This design comes from an exercise in tuning for small area and a short achievable clock period on the open sky130 flow, not from production work.
At most, simulation tests tie the RTL to the original design; equivalence was not proved.
Power figures rest on the tool's default switching activity, not on a simulated workload.

== main ==
==> flow/design.v <==
module instr_mem_responder #(
    parameter int              ADDR_W   = 16,
    parameter int              DATA_W   = 16,
    parameter int              DEPTH    = 256,
    parameter int              LATENCY  = 2,
    parameter logic [DATA_W-1:0] OOR_WORD = '0
) (
    input  logic                  clock,
    input  logic                  reset,
    input  logic [ADDR_W-1:0]     PC,
    input  logic                  instrmem_rd,
    input  logic                  load_en,
    input  logic [ADDR_W-1:0]     load_addr,
    input  logic [DATA_W-1:0]     load_data,
    output logic [DATA_W-1:0]     instr_dout,
    output logic                  complete_instr,
    output logic                  busy,
    output logic                  addr_err,
    output logic [31:0]           fetch_count
);
    logic [15:0] wb_hi, wb_lo;    
    logic [15:0] wb_data;
    logic [15:0] sel_lo, sel_hi;
    logic        oor_q;
    logic        wait_q, resp_q, busy_q, err_q;
    logic [15:0] dout_q;
    logic [31:0] count;
    logic [15:0] mem [256];
    logic [15:0] rd_word;
    always_ff @(posedge clock) begin
        for (int i = 0; i < 16; i++) begin
            wb_hi[i] <= load_en && (load_addr[15:8] == 8'd0) && (load_addr[7:4] == 4'(i));
            wb_lo[i] <= (load_addr[3:0] == 4'(i));
        end
        wb_data <= load_data;
        oor_q   <= (PC[15:8] != 8'd0);
        for (int i = 0; i < 16; i++) begin
            sel_lo[i] <= (PC[3:0] != 4'(i));
            sel_hi[i] <= !((PC[7:4] == 4'(i)) && (PC[15:8] == 8'd0));
        end
    end
    for (genvar w = 0; w < 256; w++) begin : g_word
        always_ff @(posedge clock) begin
            if (wb_hi[w/16] && wb_lo[w%16]) begin
                mem[w] <= wb_data;
            end
        end
    end
    always_comb begin
        rd_word = '1;
        for (int i = 0; i < 16; i++) begin
            logic [15:0] part;
            part = '1;
            for (int j = 0; j < 16; j++) begin
                part = part & (mem[16*i+j] | {16{sel_lo[j]}});
            end
            rd_word = rd_word & (part | {16{sel_hi[i]}});
        end
        rd_word = rd_word & {16{!oor_q}};
    end
    always_ff @(posedge clock or posedge reset) begin
        if (reset) begin
            wait_q <= 1'b0;
            resp_q <= 1'b0;
            busy_q <= 1'b0;
            err_q  <= 1'b0;
            dout_q <= '0;
            count  <= 32'd0;
        end else begin
            wait_q <= !busy_q && instrmem_rd;
            resp_q <= wait_q;
            busy_q <= (!busy_q && instrmem_rd) || wait_q;
            err_q  <= wait_q && oor_q;
            if (wait_q) begin
                dout_q <= rd_word;
                if (count != 32'hFFFF_FFFF) begin
                    count <= count + 32'd1;
                end
            end
        end
    end
    assign instr_dout     = dout_q;
    assign complete_instr = resp_q;
    assign addr_err       = err_q;
    assign busy           = busy_q;
    assign fetch_count    = count;
endmodule
export LEC_CHECK = 0
export ABC_CLOCK_PERIOD_IN_PS = 2500
export CAP_MARGIN = 20
export CORE_MARGIN = 2
export CORE_UTILIZATION = 40
export CTS_CLUSTER_DIAMETER = 100
export CTS_CLUSTER_SIZE = 25
export SETUP_SLACK_MARGIN = 3.5
export SLEW_MARGIN = 20
create_clock -name core_clock -period 6.0 [get_ports {clock}]
run.sh (not shown) runs the stock make flow with config.mk's settings and CLKGATE_MAP_FILE= SYNTH_SCRIPT=/design/flow/synth_recipe.tcl, a recipe that flattens the netlist after the stock synthesis.
Input changes introduced in the feature branch (baseline for comparison: main):
--- a/flow/design.v
+++ b/flow/design.v
@@ -16,10 +16,11 @@
     output logic                  complete_instr,
     output logic                  busy,
     output logic                  addr_err,
     output logic [31:0]           fetch_count
 );
+    logic        wb_en;           
     logic [15:0] wb_hi, wb_lo;    
     logic [15:0] wb_data;
     logic [15:0] sel_lo, sel_hi;
     logic        oor_q;
     logic        wait_q, resp_q, busy_q, err_q;
@@ -27,23 +28,24 @@
     logic [31:0] count;
     logic [15:0] mem [256];
     logic [15:0] rd_word;
     always_ff @(posedge clock) begin
         for (int i = 0; i < 16; i++) begin
-            wb_hi[i] <= load_en && (load_addr[15:8] == 8'd0) && (load_addr[7:4] == 4'(i));
+            wb_hi[i] <= (load_addr[7:4] == 4'(i));
             wb_lo[i] <= (load_addr[3:0] == 4'(i));
         end
+        wb_en   <= load_en && (load_addr[15:8] == 8'd0);
         wb_data <= load_data;
         oor_q   <= (PC[15:8] != 8'd0);
         for (int i = 0; i < 16; i++) begin
             sel_lo[i] <= (PC[3:0] != 4'(i));
-            sel_hi[i] <= !((PC[7:4] == 4'(i)) && (PC[15:8] == 8'd0));
+            sel_hi[i] <= (PC[7:4] != 4'(i));
         end
     end
     for (genvar w = 0; w < 256; w++) begin : g_word
         always_ff @(posedge clock) begin
-            if (wb_hi[w/16] && wb_lo[w%16]) begin
+            if (wb_en && wb_hi[w/16] && wb_lo[w%16]) begin
                 mem[w] <= wb_data;
             end
         end
     end
     always_comb begin
Results
- The feature branch finished all stages; layout check result: FAIL, due to antenna rules.
- Final critical delay including setup and external delays | the feature branch above main
- There was hardly any difference in count of nets after finishing between main and the feature branch.
- main ended up with fewer cell instances than the feature branch did.
- Going from main to the feature branch, total power now larger; proportion of layout cells with a drive suffix above 1 now larger; routed wirelength normalized by instance count comparable.
The RTL of the feature branch was laid out without a check of its function.

==> re-timing with driven ports <==
Ports are ideal in the flow. The routed layouts listed here were re-timed in OpenROAD.
Step 1 (the two cells are an assumption about what drives the block):
set clk [get_ports {clock}]
set_driving_cell -lib_cell sky130_fd_sc_hd__clkbuf_16 $clk
set_driving_cell -lib_cell sky130_fd_sc_hd__buf_2 [delete_from_list [all_inputs] $clk]
Step 2 moves the port delays by t, midway between the first and last clock arrival at a register: inputs arrive t later, outputs are due t later. That takes back most of the time a late clock gives input paths.
Slacks: ideal ports / drivers / drivers and shift; pairs: ideal ports / drivers.
| run | t, ns | setup WS [ns] | worst setup path after step 2 | clock arrival spread, ns | slew at the worst register clock pin (ns) |
|---|---|---|---|---|---|
| main | 1.036 | 2.954 / 2.954 / 2.522 | input to register | 0.082 / 0.082 | 0.11 / 0.11 |
| the feature branch | 1.053 | 2.910 / 2.910 / 2.566 | input to register | 0.113 / 0.112 | 0.11 / 0.11 |
For main, which loses most, drivers alone change the setup slack by 0.000 ns; drivers and shift together by -0.432 ns.
